This design comes from an exercise in tuning for a short achievable clock period and few clock cycles on the open sky130 flow, not from production work.
Function was checked by simulation only, so behaviour that the tests miss may differ from the original.

--- flow/flow/run.sh ---
#!/bin/bash
set -euo pipefail
cd "$(dirname "$0")/.."
export SETUP_SLACK_MARGIN=${MARGIN:-8.5}
bash standard.sh > standard_flow.log 2>&1
--- flow/standard.sh ---
#!/bin/bash
# synth_recipe.tcl (not shown) runs the flow's synth.tcl, then flattens the netlist and writes it again
# the make line also repeats each setting of config.mk as NAME=value (left out here)
make -C /OpenROAD-flow-scripts/flow DESIGN_CONFIG=/design/flow/config.mk WORK_HOME=/design/flow/orfs CLKGATE_MAP_FILE= SYNTH_SCRIPT=/design/flow/synth_recipe.tcl "${@:-finish}"
--- flow/config.mk ---
export PLATFORM = sky130hd
export DESIGN_NAME = cpu_core
export DESIGN_NICKNAME = cpu_core
export VERILOG_FILES = /design/flow/design.v
export SDC_FILE = /design/flow/constraint.sdc
export NUM_CORES = 4
export LEC_CHECK = 0
export CAP_MARGIN = 20
export CORE_MARGIN = 2
export CORE_UTILIZATION = 25
export SLEW_MARGIN = 20
--- flow/constraint.sdc ---
create_clock -name core_clock -period 12.0 [get_ports {clk}]
set_input_delay 2.4000 -clock core_clock [delete_from_list [all_inputs] [get_ports {clk}]]
set_output_delay 2.4000 -clock core_clock [all_outputs]
set_load 0.01 [all_outputs]
--- flow/design.v ---
	typedef logic [32-1:0] word_t;
	typedef logic [16-1:0] half_t;
	typedef logic [3-1:0] reg_code_t;
	typedef logic [4-1:0] flags_t;
	localparam reg_code_t IP_CODE = 3'd7;
	typedef struct packed {
		logic [7:0] ahot;
		logic [7:0] bhot;
		logic       alu;
		logic       add;
		logic       adc;
		logic       sub;
		logic       land;
		logic       lor;
		logic       lxor;
		logic       shl;
		logic       shr;
		logic       movr;
		logic       movl;
		logic       movh;
		logic       movf;
		logic       jmp;
		logic       load;
		logic       store;
		logic       s;
		logic [3:0] cond;
		logic       rda;
		logic       rdb;
		logic       wra;
		logic       wfl;
		logic       rfl;
		logic       leave;
	} dec_t;
`timescale 1ns/1ps
module cpu_decode (
	input  half_t ins,
	input  logic  lower,
	output dec_t  d
);
	logic [3:0] op;
	assign op = ins[15:12];
	always_comb begin
		for (int i = 0; i < 8; i++) begin
			d.ahot[i] = ins[11:9] == i;
			d.bhot[i] = ins[8:6] == i;
		end
		d.alu = !op[3];
		d.add = op == 4'd0;
		d.adc = op == 4'd1;
		d.sub = op == 4'd2;
		d.land = op == 4'd3;
		d.lor = op == 4'd4;
		d.lxor = op == 4'd5;
		d.shl = op == 4'd6;
		d.shr = op == 4'd7;
		d.movr = op == 4'd8;
		d.movl = op == 4'd9 && !lower;
		d.movh = op == 4'd10 && !lower;
		d.movf = op == 4'd11;
		d.jmp = op == 4'd12;
		d.load = op == 4'd13;
		d.store = op == 4'd14;
		d.s = ins[5];
		for (int i = 0; i < 4; i++) d.cond[i] = ins[5:4] == i;
		d.rda = op <= 4'd5 || d.movl || d.movh || d.store || d.jmp;
		d.rdb = !op[3] || d.movr || d.load || d.store;
		d.wra = (!op[3] && ins[5]) || d.movr || d.movl || d.movh || d.movf || d.load;
		d.wfl = !op[3];
		d.rfl = d.adc || d.movf || (d.jmp && ins[5:4] != 2'd0);
		d.leave = (d.wra && ins[11:9] == IP_CODE) || (d.jmp && ins[5:4] == 2'd0);
	end
endmodule
`timescale 1ns/1ps
module cpu_regfile (
	input  logic [7:0]              h,
	input  word_t                   ip,
	input  logic                    w0,
	input  logic                    w1,
	input  logic [7*32-1:0] regs_flat,
	input  logic [7:0]              d0_ahot,
	input  logic [7:0]              d1_ahot,
	input  word_t                   wval0,
	input  word_t                   wval1,
	input  logic                    ld_we,
	input  logic [6:0]              ld_hot,
	input  word_t                   readdata,
	output word_t                   r
);
	word_t m;
	logic  f0, f1, fl;
	always_comb begin
		m = h[7] ? ip : '0;
		for (int i = 0; i < 7; i++) m = m | (h[i] ? regs_flat[i*32 +: 32] : '0);
	end
	assign f1 = w1 & |(d1_ahot[6:0] & h[6:0]);
	assign f0 = w0 & |(d0_ahot[6:0] & h[6:0]);
	assign fl = ld_we & |(ld_hot & h[6:0]);
	assign r = f1 ? wval1 : (f0 ? wval0 : (fl ? readdata : m));
endmodule
`timescale 1ns/1ps
module cpu_execute (
	input  dec_t   d,
	input  word_t  ra,
	input  word_t  rb,
	input  word_t  lowh_ext,
	input  flags_t fl,
	output word_t  res,
	output logic   c_nxt,
	output logic   o_nxt,
	output logic   z_nxt,
	output word_t  mv,
	output logic   take
);
	localparam int MSB = 32 - 1;
	logic        arith, cin, zadd;
	word_t       rbx, lres;
	logic [32:0] sum;
	assign arith = d.add | d.adc | d.sub;
	assign rbx = d.sub ? ~rb : rb;
	assign cin = d.sub | (d.adc & fl[0]);
	cpu_add add_inst (.a(ra), .b(rbx), .cin(cin), .sum(sum));
	assign zadd = (ra ^ rbx) == {ra[MSB-1:0] | rbx[MSB-1:0], cin};
	always_comb begin
		lres = '0;
		if (d.land) lres = lres | (ra & rb);
		if (d.lor) lres = lres | (ra | rb);
		if (d.lxor) lres = lres | (ra ^ rb);
		if (d.shl) lres = lres | {rb[MSB-1:0], 1'b0};
		if (d.shr) lres = lres | {1'b0, rb[MSB:1]};
		res = (arith ? sum[MSB:0] : '0) | lres;
		c_nxt = arith ? (sum[32] ^ d.sub) : ((d.shl & rb[MSB]) | (d.shr & rb[0]));
		o_nxt = arith & (ra[MSB] == rbx[MSB]) & (sum[MSB] != ra[MSB]);
		z_nxt = arith ? zadd : (lres == '0);
	end
	always_comb begin
		mv = '0;
		if (d.movl) mv = mv | {ra[31:16], lowh_ext[15:0]};
		if (d.movh) mv = mv | {lowh_ext[15:0], ra[15:0]};
		if (d.movf) mv = mv | {28'd0, fl};
		if (d.movr) mv = mv | rb;
	end
	assign take = d.cond[0] | (d.cond[1] & fl[3]) | (d.cond[2] & fl[0]) |
		(d.cond[3] & fl[1]);
endmodule
module cpu_add (
	input  word_t       a,
	input  word_t       b,
	input  logic        cin,
	output logic [32:0] sum
);
	word_t p;
	word_t g [0:5];
	word_t q [0:5];
	assign p = a ^ b;
	assign g[0] = (a & b) | {31'd0, p[0] & cin};
	assign q[0] = p;
	genvar l, i;
	generate
		for (l = 0; l < 5; l++) begin : level
			for (i = 0; i < 32; i++) begin : bit_
				if (l == 0 && i == 1) begin : low
					assign g[1][1] = g[0][1] | (q[0][1] & a[0] & b[0]) | (q[0][1] & q[0][0] & cin);
					assign q[1][1] = q[0][1] & q[0][0];
				end else if (i >= (1 << l)) begin : comb
					assign g[l + 1][i] = g[l][i] | (q[l][i] & g[l][i - (1 << l)]);
					assign q[l + 1][i] = q[l][i] & q[l][i - (1 << l)];
				end else begin : pass
					assign g[l + 1][i] = g[l][i];
					assign q[l + 1][i] = q[l][i];
				end
			end
		end
	endgenerate
	assign sum = {g[5][31], p ^ {g[5][30:0], cin}};
endmodule
`timescale 1ns/1ps
module cpu_core (
	input  logic  clk,
	input  logic  rst_n,
	output word_t instr_addr,
	input  word_t instruction,
	output word_t address,
	output word_t writedata,
	output logic  wren,
	output logic  request,
	input  word_t readdata,
	input  logic  response
);
	localparam int MSB = 32 - 1;
	logic  v;           
	logic  half;        
	logic  pair;        
	logic  wait_ld;     
	word_t ir_addr;     
	word_t fa;          
	half_t lowh;        
	dec_t  d0, d1;
	word_t a0, b0, a1, b1;
	assign instr_addr = fa;
	word_t regs [0:6];
	logic  fl_c, fl_o, fl_s, fl_z;
	flags_t flags;
	assign flags = {fl_z, fl_o, fl_s, fl_c};
	logic       ld_busy;
	logic [6:0] ld_hot;
	word_t res0, res1, mv0, mv1;
	logic  c0, o0, z0, take0, c1, o1, z1, take1;
	word_t lowh_ext;
	assign lowh_ext = {16'd0, lowh};
	cpu_execute ex0 (
		.d(d0), .ra(a0), .rb(b0), .lowh_ext(lowh_ext), .fl(flags),
		.res(res0), .c_nxt(c0), .o_nxt(o0), .z_nxt(z0), .mv(mv0), .take(take0)
	);
	cpu_execute ex1 (
		.d(d1), .ra(a1), .rb(b1), .lowh_ext(lowh_ext), .fl(flags),
		.res(res1), .c_nxt(c1), .o_nxt(o1), .z_nxt(z1), .mv(mv1), .take(take1)
	);
	logic haz0, haz1, mem0, mem1, port_busy, go;
	assign haz0 = ((d0.rda | d0.wra) & |(d0.ahot[6:0] & ld_hot)) |
		(d0.rdb & |(d0.bhot[6:0] & ld_hot));
	assign haz1 = pair & (((d1.rda | d1.wra) & |(d1.ahot[6:0] & ld_hot)) |
		(d1.rdb & |(d1.bhot[6:0] & ld_hot)));
	assign mem0 = d0.load | d0.store;
	assign mem1 = pair & (d1.load | d1.store);
	assign port_busy = request & !response;
	assign go = v & !(ld_busy & (haz0 | haz1)) & !((mem0 | mem1) & port_busy);
	logic jump0, ldj0, ex1_on, jump1, ldj1, word_end;
	logic mov0, mov1;
	assign mov0 = d0.movr | d0.movl | d0.movh | d0.movf;
	assign mov1 = d1.movr | d1.movl | d1.movh | d1.movf;
	assign jump0 = (d0.jmp & take0) | (d0.ahot[7] & (mov0 | (d0.alu & d0.s)));
	assign ldj0 = d0.load & d0.ahot[7];
	assign ex1_on = pair & !(d0.jmp & take0);
	assign jump1 = ex1_on & ((d1.jmp & take1) | (d1.ahot[7] & (mov1 | (d1.alu & d1.s))));
	assign ldj1 = ex1_on & d1.load & d1.ahot[7];
	assign word_end = half | d0.movl | d0.movh | pair;
	word_t tgt0, tgt1;
	assign tgt0 = d0.jmp ? a0 : (res0 | mv0);
	assign tgt1 = d1.jmp ? a1 : (res1 | mv1);
	logic issue0, issue1;
	assign issue0 = go & mem0;
	assign issue1 = go & ex1_on & mem1;
	logic leave, load_word, next_half;
	assign leave = jump0 | ldj0 | jump1 | ldj1;
	assign load_word = (go & word_end & !leave) | (!v & !wait_ld);
	assign next_half = go & !word_end & !leave;
	logic wr0, wr1, we0, we1, ld_we;
	word_t wval0, wval1;
	assign wr0 = v & !d0.ahot[7] & ((d0.alu & d0.s) | mov0);
	assign wr1 = v & ex1_on & !d1.ahot[7] & ((d1.alu & d1.s) | mov1);
	assign we0 = go & wr0;
	assign we1 = go & wr1;
	assign wval0 = res0 | mv0;
	assign wval1 = res1 | mv1;
	assign ld_we = request & response & ld_busy;
	logic [7*32-1:0] regs_flat;
	always_comb begin
		for (int i = 0; i < 7; i++) regs_flat[i*32 +: 32] = regs[i];
	end
	half_t uw, lw;
	assign uw = instruction[31:16];
	assign lw = instruction[15:0];
	word_t a0_new, b0_new, a1_new, b1_new, a0_half, b0_half, a0_hold, b0_hold, a1_hold, b1_hold;
	logic [7:0] uah, ubh, lah, lbh, hah, hbh;
	always_comb begin
		for (int i = 0; i < 8; i++) begin
			uah[i] = uw[11:9] == i;
			ubh[i] = uw[8:6] == i;
			lah[i] = lw[11:9] == i;
			lbh[i] = lw[8:6] == i;
			hah[i] = lowh[11:9] == i;
			hbh[i] = lowh[8:6] == i;
		end
	end
	cpu_regfile rd_a0n (.h(uah), .ip(fa), .w0(wr0), .w1(wr1), .regs_flat(regs_flat), .d0_ahot(d0.ahot),
		.d1_ahot(d1.ahot), .wval0(wval0), .wval1(wval1), .ld_we(ld_we), .ld_hot(ld_hot),
		.readdata(readdata), .r(a0_new));
	cpu_regfile rd_b0n (.h(ubh), .ip(fa), .w0(wr0), .w1(wr1), .regs_flat(regs_flat), .d0_ahot(d0.ahot),
		.d1_ahot(d1.ahot), .wval0(wval0), .wval1(wval1), .ld_we(ld_we), .ld_hot(ld_hot),
		.readdata(readdata), .r(b0_new));
	cpu_regfile rd_a1n (.h(lah), .ip(fa), .w0(wr0), .w1(wr1), .regs_flat(regs_flat), .d0_ahot(d0.ahot),
		.d1_ahot(d1.ahot), .wval0(wval0), .wval1(wval1), .ld_we(ld_we), .ld_hot(ld_hot),
		.readdata(readdata), .r(a1_new));
	cpu_regfile rd_b1n (.h(lbh), .ip(fa), .w0(wr0), .w1(wr1), .regs_flat(regs_flat), .d0_ahot(d0.ahot),
		.d1_ahot(d1.ahot), .wval0(wval0), .wval1(wval1), .ld_we(ld_we), .ld_hot(ld_hot),
		.readdata(readdata), .r(b1_new));
	cpu_regfile rd_a0h (.h(hah), .ip(ir_addr), .w0(wr0), .w1(1'b0), .regs_flat(regs_flat),
		.d0_ahot(d0.ahot), .d1_ahot(d1.ahot), .wval0(wval0), .wval1(wval1), .ld_we(ld_we),
		.ld_hot(ld_hot), .readdata(readdata), .r(a0_half));
	cpu_regfile rd_b0h (.h(hbh), .ip(ir_addr), .w0(wr0), .w1(1'b0), .regs_flat(regs_flat),
		.d0_ahot(d0.ahot), .d1_ahot(d1.ahot), .wval0(wval0), .wval1(wval1), .ld_we(ld_we),
		.ld_hot(ld_hot), .readdata(readdata), .r(b0_half));
	assign a0_hold = (ld_we && |(ld_hot & d0.ahot[6:0])) ? readdata : a0;
	assign b0_hold = (ld_we && |(ld_hot & d0.bhot[6:0])) ? readdata : b0;
	assign a1_hold = (ld_we && |(ld_hot & d1.ahot[6:0])) ? readdata : a1;
	assign b1_hold = (ld_we && |(ld_hot & d1.bhot[6:0])) ? readdata : b1;
	half_t ncur;
	dec_t  nd0, nd1;
	logic  npair;
	assign ncur = load_word ? uw : lowh;
	cpu_decode dec0 (.ins(ncur), .lower(!load_word), .d(nd0));
	cpu_decode dec1 (.ins(lw), .lower(1'b1), .d(nd1));
	assign npair = !nd0.movl && !nd0.movh && !nd0.leave &&
		!(nd0.wra && !nd0.ahot[7] &&
			((nd1.rda && nd0.ahot[6:0] == nd1.ahot[6:0]) ||
			 (nd1.rdb && nd0.ahot[6:0] == nd1.bhot[6:0]) ||
			 (nd0.load && nd1.wra && nd0.ahot[6:0] == nd1.ahot[6:0]))) &&
		!(nd0.wfl && nd1.rfl) &&
		!((nd0.load || nd0.store) && (nd1.load || nd1.store));
	logic e_jmp, e_movr7, e_movl7, e_movh7, e_take, e_flags_ok, e_busy, e_ok, ej;
	word_t ej_tgt;
	assign e_jmp = uw[15:12] == 4'd12;
	assign e_movr7 = uw[15:12] == 4'd8 && uw[11:9] == IP_CODE;
	assign e_movl7 = uw[15:12] == 4'd9 && uw[11:9] == IP_CODE;
	assign e_movh7 = uw[15:12] == 4'd10 && uw[11:9] == IP_CODE;
	assign e_take = uw[5:4] == 2'd0 || (uw[5:4] == 2'd1 && fl_z) || (uw[5:4] == 2'd2 && fl_c) ||
		(uw[5:4] == 2'd3 && fl_s);
	assign e_flags_ok = !(v && (d0.alu || (pair && d1.alu)));
	assign e_busy = (ld_busy && |(ld_hot & (e_jmp ? uah[6:0] : ubh[6:0]))) ||
		(v && (d0.load || (pair && d1.load)));
	assign e_ok = (((e_jmp && e_take && e_flags_ok) || e_movr7) && !e_busy) || e_movl7 || e_movh7;
	assign ej = load_word && e_ok;
	always_comb begin
		if (e_movl7) ej_tgt = {fa[31:16], lw};
		else if (e_movh7) ej_tgt = {lw, fa[15:0]};
		else if (e_jmp) ej_tgt = a0_new;
		else ej_tgt = b0_new;
	end
	logic u_load, u_store, pre;
	assign u_load = uw[15:12] == 4'd13 && uw[11:9] != IP_CODE;
	assign u_store = uw[15:12] == 4'd14;
	assign pre = load_word && !ej && (u_load || u_store) && !port_busy && !issue0 && !issue1;
	logic l_load, l_store, pre_l, h_load, h_store, pre_h;
	assign l_load = lw[15:12] == 4'd13 && lw[11:9] != IP_CODE;
	assign l_store = lw[15:12] == 4'd14;
	assign pre_l = load_word && !ej && npair && !nd0.jmp && !u_load && !u_store &&
		(l_load || l_store) && !port_busy && !issue0 && !issue1 &&
		!(l_load && (((nd0.rda || nd0.wra) && uw[11:9] == lw[11:9]) ||
			(nd0.rdb && uw[8:6] == lw[11:9])));
	assign h_load = lowh[15:12] == 4'd13 && lowh[11:9] != IP_CODE;
	assign h_store = lowh[15:12] == 4'd14;
	assign pre_h = next_half && (h_load || h_store) && !port_busy && !issue0 && !issue1;
	always_ff @(posedge clk or negedge rst_n) begin
		if (!rst_n) begin
			v <= 1'b0;
			half <= 1'b0;
			pair <= 1'b0;
			wait_ld <= 1'b0;
			ir_addr <= '0;
			fa <= '0;
			lowh <= '0;
			d0 <= '0;
			d1 <= '0;
			a0 <= '0;
			b0 <= '0;
			a1 <= '0;
			b1 <= '0;
		end else begin
			if (load_word) begin
				ir_addr <= fa;
				lowh <= lw;
				v <= !ej;
				fa <= ej ? ej_tgt : fa + 32'd1;
			end else if (go && leave) begin
				v <= 1'b0;
				wait_ld <= ldj0 | ldj1;
				if (jump0) fa <= tgt0;
				else if (jump1) fa <= tgt1;
			end
			if (wait_ld && request && response) begin
				wait_ld <= 1'b0;
				fa <= readdata;
			end
			if (load_word || next_half) begin
				half <= !load_word;
				d0 <= nd0;
				if (pre || pre_h) begin
					d0.load <= 1'b0;
					d0.store <= 1'b0;
					d0.rda <= 1'b0;
					d0.rdb <= 1'b0;
					d0.wra <= 1'b0;
				end
				pair <= load_word & npair;
			end
			if (load_word) begin
				d1 <= nd1;
				if (pre_l) begin
					d1.load <= 1'b0;
					d1.store <= 1'b0;
					d1.rda <= 1'b0;
					d1.rdb <= 1'b0;
					d1.wra <= 1'b0;
				end
			end
			if (load_word) begin
				a0 <= a0_new;
				b0 <= b0_new;
				a1 <= a1_new;
				b1 <= b1_new;
			end else if (next_half) begin
				a0 <= a0_half;
				b0 <= b0_half;
			end else begin
				a0 <= a0_hold;
				b0 <= b0_hold;
				a1 <= a1_hold;
				b1 <= b1_hold;
			end
		end
	end
	always_ff @(posedge clk or negedge rst_n) begin
		if (!rst_n) begin
			for (int i = 0; i < 7; i++) regs[i] <= '0;
			fl_c <= 1'b0;
			fl_o <= 1'b0;
			fl_s <= 1'b0;
			fl_z <= 1'b0;
		end else begin
			for (int i = 0; i < 7; i++) begin
				if ((we1 && d1.ahot[i]) || (we0 && d0.ahot[i]) || (ld_we && ld_hot[i]))
					regs[i] <= ((we1 && d1.ahot[i]) ? wval1 : '0) |
						((we0 && d0.ahot[i] && !(we1 && d1.ahot[i])) ? wval0 : '0) |
						((ld_we && ld_hot[i]) ? readdata : '0);
			end
			if (go && ex1_on && d1.alu) begin
				fl_c <= c1;
				fl_o <= o1;
				fl_s <= res1[MSB];
				fl_z <= z1;
			end else if (go && d0.alu) begin
				fl_c <= c0;
				fl_o <= o0;
				fl_s <= res0[MSB];
				fl_z <= z0;
			end
		end
	end
	always_ff @(posedge clk or negedge rst_n) begin
		if (!rst_n) begin
			request <= 1'b0;
			address <= '0;
			writedata <= '0;
			wren <= 1'b0;
			ld_busy <= 1'b0;
			ld_hot <= '0;
		end else begin
			if (pre) begin
				request <= 1'b1;
				address <= u_load ? b0_new : a0_new;
				writedata <= b0_new;
				wren <= u_store;
				ld_busy <= u_load;
				ld_hot <= u_load ? uah[6:0] : 7'd0;
			end else if (pre_l) begin
				request <= 1'b1;
				address <= l_load ? b1_new : a1_new;
				writedata <= b1_new;
				wren <= l_store;
				ld_busy <= l_load;
				ld_hot <= l_load ? lah[6:0] : 7'd0;
			end else if (pre_h) begin
				request <= 1'b1;
				address <= h_load ? b0_half : a0_half;
				writedata <= b0_half;
				wren <= h_store;
				ld_busy <= h_load;
				ld_hot <= h_load ? hah[6:0] : 7'd0;
			end else if (issue0) begin
				request <= 1'b1;
				address <= d0.load ? b0 : a0;
				writedata <= b0;
				wren <= d0.store;
				ld_busy <= d0.load & !d0.ahot[7];
				ld_hot <= d0.load ? d0.ahot[6:0] : 7'd0;
			end else if (issue1) begin
				request <= 1'b1;
				address <= d1.load ? b1 : a1;
				writedata <= b1;
				wren <= d1.store;
				ld_busy <= d1.load & !d1.ahot[7];
				ld_hot <= d1.load ? d1.ahot[6:0] : 7'd0;
			end else if (request && response) begin
				request <= 1'b0;
				ld_busy <= 1'b0;
			end
		end
	end
endmodule
==> run_results.csv, run 1 <==
group,metric,value,unit
clock_tree,cts_max_path_buffers,3,
logic_synthesis,synth_seq_area_share,0.237,
logic_synthesis,post_synth_mux_area_share,0.0658,
logic_synthesis,yosysWarnings,8,
floorplanning,start_util,0.252,
floorplanning,fp.dieW,502,um
floorplanning,ios,165,
logic_synthesis,synth.area.top_cells,"dfrtp_1 (24%), nor2_1 (5.7%), a21oi_1 (5.7%)",
outcome,failed_stage,"global routing (5_1_grt)",
logic_synthesis,post_synthesis_compound_gate_area_fraction,0.367,
logic_synthesis,async_reset_ff_frac,1.00,
logic_synthesis,yosys.cell_count.top_type,"nor2_1",
place,detailedPlacementHpwl,334000,um
global_routing,global_route.usage.total,0.470,
logic_synthesis,syn-cell-area,0.0621,sq mm
logic_synthesis,synth_xor_xnor_area_share,0.0279,
logic_synthesis,synth_top_cell_by_area,"dfrtp_1",
logic_synthesis,synth_ff_type,"dfrtp_1",
logic_synthesis,synth.net_count,8761,
outcome,run_status,"did not finish",
clock_tree,numCtsBuffers,82,
clock_tree,clock_sink_count,589,
logic_synthesis,post_synth_and_or_nand_nor_area_fraction,0.174,
clock_tree,cts-root-buf,"clkbuf_16",
place,place_congestion,1.07,
floorplanning,die_height,502,um
clock_tree,ctsHtreeMaxLevel,3,
logic_synthesis,syn_avg_cell_area,7.36,sq um
floorplanning,row_count,182,
logic_synthesis,synth_enable_flop_cells,0,
logic_synthesis,synth_top_family_by_area,"compound AO/OA/AOI/OAI gates",
global_routing,grt_max_degree,125,
logic_synthesis,post-synth-top-area-fraction,0.237,
outcome,first-error,"[ERROR GRT-0232] Routing congestion too high. Check the congestion heatmap in the GUI.",
logic_synthesis,synthDistinctLibCells,84,
global_routing,grt_overflow,2,
place,pre_cts_slack,3.99,ns
place,placement.cell_area,0.0684,sq mm
logic_synthesis,synthAdderAreaFrac,0.0516,
logic_synthesis,synth.ff_latch_count,589,
logic_synthesis,netlist_instances,8439,
logic_synthesis,post_synth_most_frequent_cells,"nor2_1 (946), nand2_1 (904), clkbuf_1 (833)",
place,port_buffers,160,
metal layers:
layer | GRT overflow | global-route usage
met4 | 0 | 0.460
met3 | 0 | 0.333
met5 | 0 | 0.191
met1 | 2 | 0.488
met2 | 0 | 0.588
through the flow:
step | std cells | util
3_5_place_dp | 11300 | 0.278
4_1_cts | 12200 | 0.361
3_3_place_gp | 11300 | 0.278
2_1_floorplan | 8439 | -
worst max-delay path by stage:
| stage | depth (start not counted) | to | from |
|---|---|---|---|
| 4_1_cts | 17 | address[11] | response |
| 3_5_place_dp | 15 | address[29] | response |
| 3_3_place_gp | 15 | address[29] | response |
| 2_1_floorplan | 14 | address[0] | response |
logic make-up after synthesis:
family,Yosys count
compound gates,3285
simple gates,2506
buf+inv,1238
flops,589
mux,368
fa+ha+maj,255
xor+xnor,198
what timing repair did:
action                                  4_1_cts
hold buffers                                  0
setup buffers                               687
cloned                                      135
pin swaps                                   457
endpoints found under the setup margin      846
gates resized for setup                    2483
Testbench counts, summed over its fixed seeds: cycles 73,020.
==> inputs of run 2 (changes only) <==
--- a/flow/design.v
+++ b/flow/design.v
@@ -294,19 +294,20 @@
 	assign b0_hold = (ld_we && |(ld_hot & d0.bhot[6:0])) ? readdata : b0;
 	assign a1_hold = (ld_we && |(ld_hot & d1.ahot[6:0])) ? readdata : a1;
 	assign b1_hold = (ld_we && |(ld_hot & d1.bhot[6:0])) ? readdata : b1;
-	half_t ncur;
 	dec_t  nd0, nd1;
 	logic  npair;
-	assign ncur = load_word ? uw : lowh;
-	cpu_decode dec0 (.ins(ncur), .lower(!load_word), .d(nd0));
+	dec_t  du, dh;
+	cpu_decode dec_u (.ins(uw), .lower(1'b0), .d(du));
+	cpu_decode dec_h (.ins(lowh), .lower(1'b1), .d(dh));
 	cpu_decode dec1 (.ins(lw), .lower(1'b1), .d(nd1));
-	assign npair = !nd0.movl && !nd0.movh && !nd0.leave &&
-		!(nd0.wra && !nd0.ahot[7] &&
-			((nd1.rda && nd0.ahot[6:0] == nd1.ahot[6:0]) ||
-			 (nd1.rdb && nd0.ahot[6:0] == nd1.bhot[6:0]) ||
-			 (nd0.load && nd1.wra && nd0.ahot[6:0] == nd1.ahot[6:0]))) &&
-		!(nd0.wfl && nd1.rfl) &&
-		!((nd0.load || nd0.store) && (nd1.load || nd1.store));
+	assign nd0 = load_word ? du : dh;
+	assign npair = !du.movl && !du.movh && !du.leave &&
+		!(du.wra && !du.ahot[7] &&
+			((nd1.rda && du.ahot[6:0] == nd1.ahot[6:0]) ||
+			 (nd1.rdb && du.ahot[6:0] == nd1.bhot[6:0]) ||
+			 (du.load && nd1.wra && du.ahot[6:0] == nd1.ahot[6:0]))) &&
+		!(du.wfl && nd1.rfl) &&
+		!((du.load || du.store) && (nd1.load || nd1.store));
 	logic e_jmp, e_movr7, e_movl7, e_movh7, e_take, e_flags_ok, e_busy, e_ok, ej;
 	word_t ej_tgt;
 	assign e_jmp = uw[15:12] == 4'd12;
@@ -333,10 +334,10 @@
 	logic l_load, l_store, pre_l, h_load, h_store, pre_h;
 	assign l_load = lw[15:12] == 4'd13 && lw[11:9] != IP_CODE;
 	assign l_store = lw[15:12] == 4'd14;
-	assign pre_l = load_word && !ej && npair && !nd0.jmp && !u_load && !u_store &&
+	assign pre_l = load_word && !ej && npair && !du.jmp && !u_load && !u_store &&
 		(l_load || l_store) && !port_busy && !issue0 && !issue1 &&
-		!(l_load && (((nd0.rda || nd0.wra) && uw[11:9] == lw[11:9]) ||
-			(nd0.rdb && uw[8:6] == lw[11:9])));
+		!(l_load && (((du.rda || du.wra) && uw[11:9] == lw[11:9]) ||
+			(du.rdb && uw[8:6] == lw[11:9])));
 	assign h_load = lowh[15:12] == 4'd13 && lowh[11:9] != IP_CODE;
 	assign h_store = lowh[15:12] == 4'd14;
 	assign pre_h = next_half && (h_load || h_store) && !port_busy && !issue0 && !issue1;
@@ -436,6 +437,50 @@
 			end
 		end
 	end
+	logic       src_ex, src_new, start;
+	word_t      s_addr, s_wd;
+	logic       s_we, s_ld;
+	logic [6:0] s_hot;
+	assign src_ex = v & (mem0 | mem1);
+	assign src_new = word_end | !v;
+	assign start = issue0 | issue1 | pre | pre_l | pre_h;
+	always_comb begin
+		if (src_ex) begin
+			if (mem0) begin
+				s_addr = d0.load ? b0 : a0;
+				s_wd = b0;
+				s_we = d0.store;
+				s_ld = d0.load & !d0.ahot[7];
+				s_hot = d0.load ? d0.ahot[6:0] : 7'd0;
+			end else begin
+				s_addr = d1.load ? b1 : a1;
+				s_wd = b1;
+				s_we = d1.store;
+				s_ld = d1.load & !d1.ahot[7];
+				s_hot = d1.load ? d1.ahot[6:0] : 7'd0;
+			end
+		end else if (src_new) begin
+			if (u_load || u_store) begin
+				s_addr = u_load ? b0_new : a0_new;
+				s_wd = b0_new;
+				s_we = u_store;
+				s_ld = u_load;
+				s_hot = u_load ? uah[6:0] : 7'd0;
+			end else begin
+				s_addr = l_load ? b1_new : a1_new;
+				s_wd = b1_new;
+				s_we = l_store;
+				s_ld = l_load;
+				s_hot = l_load ? lah[6:0] : 7'd0;
+			end
+		end else begin
+			s_addr = h_load ? b0_half : a0_half;
+			s_wd = b0_half;
+			s_we = h_store;
+			s_ld = h_load;
+			s_hot = h_load ? hah[6:0] : 7'd0;
+		end
+	end
 	always_ff @(posedge clk or negedge rst_n) begin
 		if (!rst_n) begin
 			request <= 1'b0;
@@ -445,41 +490,13 @@
 			ld_busy <= 1'b0;
 			ld_hot <= '0;
 		end else begin
-			if (pre) begin
-				request <= 1'b1;
-				address <= u_load ? b0_new : a0_new;
-				writedata <= b0_new;
-				wren <= u_store;
-				ld_busy <= u_load;
-				ld_hot <= u_load ? uah[6:0] : 7'd0;
-			end else if (pre_l) begin
-				request <= 1'b1;
-				address <= l_load ? b1_new : a1_new;
-				writedata <= b1_new;
-				wren <= l_store;
-				ld_busy <= l_load;
-				ld_hot <= l_load ? lah[6:0] : 7'd0;
-			end else if (pre_h) begin
-				request <= 1'b1;
-				address <= h_load ? b0_half : a0_half;
-				writedata <= b0_half;
-				wren <= h_store;
-				ld_busy <= h_load;
-				ld_hot <= h_load ? hah[6:0] : 7'd0;
-			end else if (issue0) begin
-				request <= 1'b1;
-				address <= d0.load ? b0 : a0;
-				writedata <= b0;
-				wren <= d0.store;
-				ld_busy <= d0.load & !d0.ahot[7];
-				ld_hot <= d0.load ? d0.ahot[6:0] : 7'd0;
-			end else if (issue1) begin
+			if (start) begin
 				request <= 1'b1;
-				address <= d1.load ? b1 : a1;
-				writedata <= b1;
-				wren <= d1.store;
-				ld_busy <= d1.load & !d1.ahot[7];
-				ld_hot <= d1.load ? d1.ahot[6:0] : 7'd0;
+				address <= s_addr;
+				writedata <= s_wd;
+				wren <= s_we;
+				ld_busy <= s_ld;
+				ld_hot <= s_hot;
 			end else if (request && response) begin
 				request <= 1'b0;
 				ld_busy <= 1'b0;
==> run 2 against run 1 <==
  * The run again fails in global routing (5_1_grt)
  * Synthesized cell count shrank 2.2%
  * Area after synthesis is 0.57% lower
==> run_results.csv, run 2 <==
group,metric,value,unit
outcome,first-error,"[ERROR GRT-0232] Routing congestion too high. Check the congestion heatmap in the GUI.",
clock_tree,cts_max_path_buffers,3,
floorplanning,die_height,501,um
place,place_congestion,1.13,
outcome,run_status,"did not finish",
logic_synthesis,synth_seq_area_share,0.239,
clock_tree,cts-root-buf,"clkbuf_16",
clock_tree,numCtsBuffers,82,
logic_synthesis,yosys.cell_count.top_type,"nand2_1",
global_routing,grt_max_degree,98,
logic_synthesis,synthDistinctLibCells,103,
logic_synthesis,synth.area.top_cells,"dfrtp_1 (24%), nand2_1 (5.7%), a21oi_1 (5.7%)",
floorplanning,ios,165,
clock_tree,ctsHtreeMaxLevel,3,
logic_synthesis,netlist_instances,8255,
place,port_buffers,160,
floorplanning,fp.dieW,501,um
clock_tree,clock_sink_count,589,
logic_synthesis,syn_avg_cell_area,7.48,sq um
logic_synthesis,async_reset_ff_frac,1.00,
logic_synthesis,synth_top_cell_by_area,"dfrtp_1",
global_routing,grt_overflow,2,
logic_synthesis,syn-cell-area,0.0617,sq mm
logic_synthesis,synth_enable_flop_cells,0,
logic_synthesis,synth_ff_type,"dfrtp_1",
outcome,failed_stage,"global routing (5_1_grt)",
global_routing,global_route.usage.total,0.520,
logic_synthesis,post-synth-top-area-fraction,0.239,
logic_synthesis,yosysWarnings,8,
place,detailedPlacementHpwl,354000,um
logic_synthesis,post_synth_most_frequent_cells,"nand2_1 (940), clkbuf_1 (831), nor2_1 (777)",
floorplanning,row_count,182,
logic_synthesis,synth.ff_latch_count,589,
logic_synthesis,synth.net_count,8577,
floorplanning,start_util,0.251,
run 2: cell types whose count changed after synthesis, sizes merged, moves of 23 or more:
cell	change
o211a	-36
nor2	-169
a222oi	+32
o22ai	-25
a311oi	+26
a31oi	-37
a221oi	+43
a22o	+56
a211oi	-75
buf	+23
mux2	-32
nand2	+36
o211ai	-81
nor3	-23
run 2: per-layer routing:
layer,track usage,GRT overflow
met1,0.522,0
met2,0.624,1
met3,0.422,0
met4,0.512,1
met5,0.259,0
run 2: worst max-delay path by stage:
stage               slack [ns]  cells past startpoint       endpoint
floorplan                 7.08                     14     address[1]
global placement          4.37                     14     address[8]
detailed placement        4.35                     14     address[8]
CTS                       7.10                     18  writedata[30]
run 2: cells by family after synthesis:
group | Yosys count | synth area share
xor+xnor | 199 | 0.0282
mux | 359 | 0.0644
compound gates | 3224 | 0.370
simple gates | 2378 | 0.169
flops | 589 | 0.239
buf+inv | 1251 | 0.0784
fa+ha+maj | 255 | 0.0519
run 2: repair_timing:
action,4_1_cts
resized for setup,2494
hold buffers,0
setup endpoints to repair,920
endpoints found under the hold margin,0
pin swaps,492
cloned,141
setup buffers,788
run 2: metrics by stage:
| step | setup WS [ns] | hold WS, ns | instances | area (sq um) | utilization |
|---|---|---|---|---|---|
| after global placement | 4.37 | 0.460 | 11000 | 68600 | 0.279 |
| after floorplan | 7.08 | 0.441 | 8255 | 65400 | - |
| after CTS | 7.10 | 0.477 | 12100 | 90600 | 0.369 |
| after detailed placement | 4.35 | 0.458 | 11000 | 68700 | 0.279 |
Testbench counts of run 2, summed over its fixed seeds: cycles 73,020.
==> inputs of run 3 (changes only) <==
--- a/flow/design.v
+++ b/flow/design.v
@@ -330,11 +330,11 @@
 	logic u_load, u_store, pre;
 	assign u_load = uw[15:12] == 4'd13 && uw[11:9] != IP_CODE;
 	assign u_store = uw[15:12] == 4'd14;
-	assign pre = load_word && !ej && (u_load || u_store) && !port_busy && !issue0 && !issue1;
+	assign pre = load_word && (u_load || u_store) && !port_busy && !issue0 && !issue1;
 	logic l_load, l_store, pre_l, h_load, h_store, pre_h;
 	assign l_load = lw[15:12] == 4'd13 && lw[11:9] != IP_CODE;
 	assign l_store = lw[15:12] == 4'd14;
-	assign pre_l = load_word && !ej && npair && !du.jmp && !u_load && !u_store &&
+	assign pre_l = load_word && npair && !du.jmp && !u_load && !u_store &&
 		(l_load || l_store) && !port_busy && !issue0 && !issue1 &&
 		!(l_load && (((du.rda || du.wra) && uw[11:9] == lw[11:9]) ||
 			(du.rdb && uw[8:6] == lw[11:9])));
@@ -490,16 +490,13 @@
 			ld_busy <= 1'b0;
 			ld_hot <= '0;
 		end else begin
-			if (start) begin
-				request <= 1'b1;
+			request <= start | port_busy;
+			ld_busy <= (start & s_ld) | (port_busy & ld_busy);
+			if (!port_busy) begin
 				address <= s_addr;
 				writedata <= s_wd;
 				wren <= s_we;
-				ld_busy <= s_ld;
 				ld_hot <= s_hot;
-			end else if (request && response) begin
-				request <= 1'b0;
-				ld_busy <= 1'b0;
 			end
 		end
 	end
==> flow/flow/run.sh (replaced) <==
#!/bin/bash
set -euo pipefail
cd "$(dirname "$0")/.."
export SETUP_SLACK_MARGIN=${MARGIN:-7.5}
export GLOBAL_ROUTE_ARGS="-congestion_iterations 60 -congestion_report_iter_step 5 -verbose"
bash standard.sh > standard_flow.log 2>&1
--- a/flow/config.mk
+++ b/flow/config.mk
@@ -6,6 +6,9 @@
 export NUM_CORES = 4
 export LEC_CHECK = 0
 export CAP_MARGIN = 20
+export CELL_PAD_IN_SITES_DETAIL_PLACEMENT = 2
+export CELL_PAD_IN_SITES_GLOBAL_PLACEMENT = 3
 export CORE_MARGIN = 2
-export CORE_UTILIZATION = 25
+export CORE_UTILIZATION = 22
+export GPL_ROUTABILITY_DRIVEN = 1
 export SLEW_MARGIN = 20
==> run 3 against run 2 <==
  * Area after synthesis grew 1.9%
  * Synthesized cell count grew 2.4%
  * Now clean on timing, DRC and antenna
==> run_results.csv, run 3 <==
group,metric,value,unit
outcome,run_status,"complete, no violations",
hold_path,hp-start,"d1[6]",
logic_synthesis,yosysWarnings,8,
setup_path,critPathMaxFanout,44,
logic_synthesis,synthAdderAreaFrac,0.0509,
route,wirelength,613000,um
floorplanning,dieArea,0.290,sq mm
cells_and_area,most_common_cell_after_layout_fill_and_taps_aside,"nand2_1",
global_routing,antenna_found_initial,48,
floorplanning,fp.coreArea,0.285,sq mm
place,pre_cts_slack,4.11,ns
sta,highest_attainable_clock_frequency,196,MHz
sta,grt_setup_unrepaired,"true",
sta,setup_ws,6.89,ns
route,post_drt_via_cell_ratio,6.88,
place,port_buffers,160,
sta,worst_clock_skew,0.0609,ns
logic_synthesis,synth_top_cell_by_area,"dfrtp_1",
logic_synthesis,netlist_instances,8457,
sta,setup_viol,0,
sta,timing_worst_slew_pin_value,1.31,ns
global_routing,wire_length_of_the_first_global_routing_pass,803000,um
setup_path,worstReg2RegStart,"lowh[8]",
setup_path,timing.critical_path.arrival,5.72,ns
setup_path,startpoint_type,"flop",
setup_path,rr_worst_depth,10,
clock_tree,cts_max_path_buffers,3,
route,drt.antenna.violating_nets,0,
logic_synthesis,synthDistinctLibCells,99,
clock_tree,clock_sink_count,589,
logic_synthesis,synth.net_count,8779,
setup_path,kind_of_end_point_of_the_critical_path,"flop",
clock_tree,postCtsHoldBufs,0,
cells_and_area,largest_register,"regs",
flow_run,max-cap-violations,0,
sta,timing.slew.headroom,0.126,
cells_and_area,fill_cells,32000,
hold_path,whs_path_depth,2,
setup_path,timing_worst_setup_path_type,"flop to flop",
setup_path,timing.reg2reg.setup_slack,6.89,ns
logic_synthesis,synth_seq_area_share,0.234,
cells_and_area,layout_common_cells,"nand2_1 (863), nor2_1 (678), buf_4 (623)",
setup_path,wp_data_required,12.60,ns
logic_synthesis,post-synth-top-area-fraction,0.234,
logic_synthesis,post_synth_most_frequent_cells,"nand2_1 (905), clkbuf_1 (819), nor2_1 (750)",
place,dpl.cell_count,11800,
route,detailedRoute.firstIterationViolations,13000,
route,drcViolationCount,0,
hold_path,timing.hold.worst.class,"flop to flop",
setup_path,r2r_end,"b0[2]",
route,overall_via_count_from_detail_route,85800,
global_routing,grt_max_degree,140,
cells_and_area,layout-drive-gt1-share,0.242,
sta,fin_hold_ws,0.472,ns
clock_tree,clk_transition_reported_paths,0.06,ns
cells_and_area,end_of_flow_core_utilization,0.297,
clock_tree,cts_tree,"done",
sta,period_share,0.426,
sta,finalHoldViolations,0,
place,detailedPlacementHpwl,429000,um
route,drt_pass1_iterations,10,
floorplanning,start_util,0.221,
logic_synthesis,synth.area.top_cells,"dfrtp_1 (23%), nand2_1 (5.4%), a21oi_1 (5.2%)",
floorplanning,fp.dieW,539,um
cells_and_area,biggestRegsByFlops,"regs x224, d0 x39, d1 x36",
logic_synthesis,synth.ff_latch_count,589,
clock_tree,cts-root-buf,"clkbuf_16",
logic_synthesis,syn-cell-area,0.0629,sq mm
global_routing,global_route.usage.total,0.402,
logic_synthesis,synth_xor_xnor_area_share,0.0270,
logic_synthesis,yosys.cell_count.top_type,"nand2_1",
cells_and_area,layout-area-overhead-vs-synth,34.4,%
clock_tree,ctsHtreeMaxLevel,3,
logic_synthesis,post_synth_and_or_nand_nor_area_fraction,0.174,
route,detail_route.wl_per_cell,49.2,um
floorplanning,row_count,196,
logic_synthesis,async_reset_ff_frac,1.00,
cells_and_area,design.final.nets,8941,
logic_synthesis,syn_avg_cell_area,7.44,sq um
logic_synthesis,synth_top_family_by_area,"compound AO/OA/AOI/OAI gates",
logic_synthesis,post_synth_mux_area_share,0.0422,
floorplanning,die_height,539,um
global_routing,first_global_vias,83500,
logic_synthesis,synth_enable_flop_cells,0,
clock_tree,clkLatencyLatePin,0.81,ns
logic_synthesis,post_synthesis_compound_gate_area_fraction,0.394,
cells_and_area,post_layout_nonfiller_instances,12500,
sta,period_needed,5.11,ns
logic_synthesis,synth_ff_type,"dfrtp_1",
cells_and_area,largest_register_ff_count,224,
sta,sum_of_negative_setup_slack,0,ns
floorplanning,ios,165,
global_routing,grt_overflow,0,
place,place_congestion,1.00,
clock_tree,numCtsBuffers,86,
hold_path,hold_path_end,"d1[6]",
sta,finalMaxSlewViolations,0,
-- run 3: changes by cell type after synthesis, sizes merged, moves of 44 or more --
cell | previous run | this run
nand4 | 115 | 172
mux2i | 256 | 183
a22o | 205 | 264
o21ai | 471 | 555
o22a | 7 | 65
o21a | 23 | 68
a21oi | 698 | 649
a22oi | 434 | 388
o211ai | 152 | 196
-- run 3: per-layer routing --
layer / routed length (um) / track usage / vias up / share of wire
li1: - / - / 32700 / -
met1: 239000 / 0.501 / 44900 / 0.39
met2: 248000 / 0.575 / 6313 / 0.41
met3: 68500 / 0.124 / 1862 / 0.11
met4: 57600 / 0.308 / 22 / 0.094
met5: 168 / 0.000822 / - / 0.00027
-- run 3: critical path, cell delays in order (launching register included) --
cell and delay, ns:
dfrtp_1 0.75, buf_4 0.38, and3b_2 0.24, buf_4 0.28
a22oi_1 0.24, o211a_1 0.31, nand2b_2 0.17, buf_4 0.66
a21oi_1 0.47, a222oi_1 1.14, a21oi_1 0.18
-- run 3: per-stage QoR --
step / instance area [sq um]
floorplan: 64100
global placement: 69900
detailed placement: 69900
CTS: 80300
global route: 84500
finish: 84600
-- run 3: worst max path at each step --
stage                    start     endpoint  slack (ns)  depth (start not counted)
4_1_cts        instruction[10]  address[13]        7.22                         15
2_1_floorplan  instruction[27]       fa[14]        7.14                         13
5_1_grt                lowh[8]        b0[2]        7.04                         10
3_3_place_gp          response  address[13]        4.17                         12
6_report               lowh[8]        b0[2]        6.89                         10
3_5_place_dp          response  address[13]        4.11                         12
-- run 3: timing repair --
action                                  4_1_cts  5_1_grt
buffers inserted                            262      160
gates resized for setup                     968      555
gates cloned                                 46       10
endpoints found under the setup margin      601      288
pin swaps                                   190      289
-- run 3: area by class of cell --
cell class                 count  area, sq um  share of cell area
multi-input combinational   6617        49200               0.582
sequential                   589        14800               0.175
timing repair buffer        1087        11900               0.141
tap                         3762         4710              0.0557
clock buffer                 116         2390              0.0282
inverter                     238          942              0.0111
clock inverter                35          532             0.00629
antenna                       22         55.1            0.000651
-- run 3: cell families after synthesis --
| family | after synthesis |
|---|---|
| buf+inv | 1259 |
| mux | 246 |
| compound gates | 3484 |
| flops | 589 |
| fa+ha+maj | 255 |
| xor+xnor | 194 |
| simple gates | 2430 |
Testbench counts of run 3, summed over its fixed seeds: cycles 73,020.

==> port drivers added, routing unchanged <==
How much do the figures lean on ideal ports? The routed layout below was timed once more, with nothing changed but the port constraints.
Step 1 assumes that a clkbuf_16 drives the clock port and a buf_2 every other input.
Step 2, shift: input delay + t, output delay - t, t = (earliest + latest rising clock arrival at the registers) / 2. This alone moves slack from input paths to output paths.
Three values: ideal ports, drivers, drivers and shift; two values: the first two.
run: run 3
t, ns: 0.889
setup WS [ns]: 6.885 / 6.885 / 6.145
latest minus earliest clock arrival (ns): 0.061 / 0.061
worst register clock-pin slew, ns: 0.07 / 0.07
After both steps run 3 still meets setup and hold. The setup slack of run 3 moves by 0.000 ns with the drivers and by -0.740 ns with both steps.
